Background: an optimization exercise with open tools, aiming at small area, a short achievable clock period and few clock cycles. Do not read the settings as production practice.
Function was checked by simulation only, so behaviour that the tests miss may differ from the original.
Power figures rest on the tool's default switching activity, not on a simulated workload.

Setup of build 24:
Design gap_fc_top, start of the top module:
module gap_fc_top (
    input  logic              clk,
    input  logic              rst_n,
    input  logic              start,
    input  logic [15:0]       pix_count,
    input  logic [15:0]       fm_base,
    output logic              busy,
    output logic              done,
    output logic              fm_rd_en,
    output logic [15:0]       fm_rd_addr,
    input  logic signed [7:0] fm_rd_data,
    input  logic              param_wr_en,
    input  logic [1:0]        param_wr_sel,
    input  logic [7:0]        param_wr_addr,
    input  logic [31:0]       param_wr_data,
    output logic              res_valid,
    output logic [1:0]        res_idx,
    output logic signed [7:0] res_data
);
Size in the first run: ~3300 cells after synthesis, roughly 910 flip-flops, roughly 120 I/O pins, ~43000 um2 of cells after synthesis.
==> flow/config.mk <==
export PLATFORM = sky130hd
export DESIGN_NAME = gap_fc_top
export DESIGN_NICKNAME = gap_fc_top
export VERILOG_FILES = /design/flow/design.v
export SDC_FILE = /design/flow/constraint.sdc
export NUM_CORES = 4
export LEC_CHECK = 0
export CAP_MARGIN = 35
export CORE_MARGIN = 2
export CORE_UTILIZATION = 40
export CTS_CLUSTER_DIAMETER = 120
export CTS_CLUSTER_SIZE = 22
export SLEW_MARGIN = 50
==> flow/constraint.sdc <==
create_clock -name core_clock -period 15.0 [get_ports {clk}]
set_input_delay 3.0000 -clock core_clock [delete_from_list [all_inputs] [get_ports {clk}]]
set_output_delay 3.0000 -clock core_clock [all_outputs]
set_load 0.01 [all_outputs]
standard.sh (not shown) runs the stock make flow with config.mk's settings and CLKGATE_MAP_FILE= SYNTH_SCRIPT=/design/flow/synth_recipe.tcl, a recipe that flattens the netlist after the stock synthesis.
==> flow/flow/run.sh <==
#!/bin/bash
# The standard layout (the standard.sh: ORFS synthesis through finish), with two knobs
# changed: ports are buffered with buf_4 instead of the cell buffer_ports picks by default, and
# repair_timing aims for a setup slack of 10.6 ns at the design's 15 ns clock.
# Each run's full output goes to flow_make.log in the work folder.
set -euo pipefail
bash standard.sh SETUP_SLACK_MARGIN=10.6 "BUFFER_PORTS_ARGS=-buffer_cell sky130_fd_sc_hd__buf_4" finish > flow_make.log 2>&1
Build 24: PASS, flow complete, no timing, DRC or antenna violations
Testbench counts of build 24, summed over its fixed seeds: cycles 25,244.
Modified inputs, build 87 compared to build 24
diff --git a/flow/config.mk b/flow/config.mk
--- a/flow/config.mk
+++ b/flow/config.mk
@@ -6,8 +6,9 @@
 export NUM_CORES = 4
 export LEC_CHECK = 0
-export CAP_MARGIN = 35
+export CAP_MARGIN = 50
 export CORE_MARGIN = 2
-export CORE_UTILIZATION = 40
+export CORE_UTILIZATION = 60
 export CTS_CLUSTER_DIAMETER = 120
 export CTS_CLUSTER_SIZE = 22
-export SLEW_MARGIN = 50
+export PLACE_DENSITY = 0.72
+export SLEW_MARGIN = 70
## What came out
Compared with build 24, build 87 shows switching fraction of total power higher by 0.29 points.
On build 87: signed area change from the synthesized netlist to the final layout is 0.32 points higher than what build 24 gave.
Sort build 87 and build 24 by placer congestion estimate, ascending, and build 24 comes first.
Power share of the clock group (lower): build 87
Diff build 24 -> build 87 | global routing met2 resource utilization | increase of 15 points
From build 24 to build 87 the numbers moved as follows: via count of the first global-routing pass went up 5.7%; final-layout fill cell count went down 4596; routed metal-1 wire length went down about 7%; transition time of the tightest slew-check pin went down 190 ps; die area went down 33%.
The share of total power in combinational logic of build 87 exceeds that of build 24 by 2.0 points.
Input-level comparison between build 71 and build 87:
diff --git a/flow/config.mk b/flow/config.mk
--- a/flow/config.mk
+++ b/flow/config.mk
@@ -6,9 +6,8 @@
 export NUM_CORES = 4
 export LEC_CHECK = 0
-export CAP_MARGIN = 50
+export CAP_MARGIN = 40
 export CORE_MARGIN = 2
-export CORE_UTILIZATION = 60
+export CORE_UTILIZATION = 40
 export CTS_CLUSTER_DIAMETER = 120
 export CTS_CLUSTER_SIZE = 22
-export PLACE_DENSITY = 0.72
-export SLEW_MARGIN = 70
+export SLEW_MARGIN = 60
==> comparison <==
Build 71 — number of cells upsized or downsized after cts 9 lower, build 87 as reference
Build 71 against build 87: total of clock buffers placed in the layout went down by about 1.2%; filler cell count went up by 90%; wire length went up by 0.43%; post-route non-filler standard cell count went up by about 10%.
Area overhead of the layout relative to synthesis: build 71 and build 87 compared, lower one is build 87
Placer's final routability congestion estimate in build 71 is about 4.4% below build 87.

==> port drivers added, routing unchanged <==
In the flow no input, the clock included, has a driving cell. The finished layouts below were timed again as built, in two steps.
Step 1: set_driving_cell puts a clkbuf_16 on clk and a buf_2 on each other input, an assumption about the parent block.
Step 2 times the ports against the registers' clock, not the clock port: input delays grow and output delays shrink by t, the midpoint of the rising clock arrivals with the driver on.
Three values: ideal, step 1, step 2; two values: the first two.
run | t, ns | slack for setup (ns) | worst slew at a driven data input, ns | pins driven straight from the clock port
build 24 | 0.690 | 10.643 / 10.616 / 9.998 | 0.05 | 1
build 87 | 0.700 | 10.621 / 10.597 / 9.965 | 0.07 | 1
build 71 | 0.699 | 10.636 / 10.628 / 9.983 | 0.05 | 1
After both steps setup and hold are still met in every run listed. The setup slack of build 87, which loses most, moves by -0.024 ns with the drivers and by -0.656 ns with both steps.
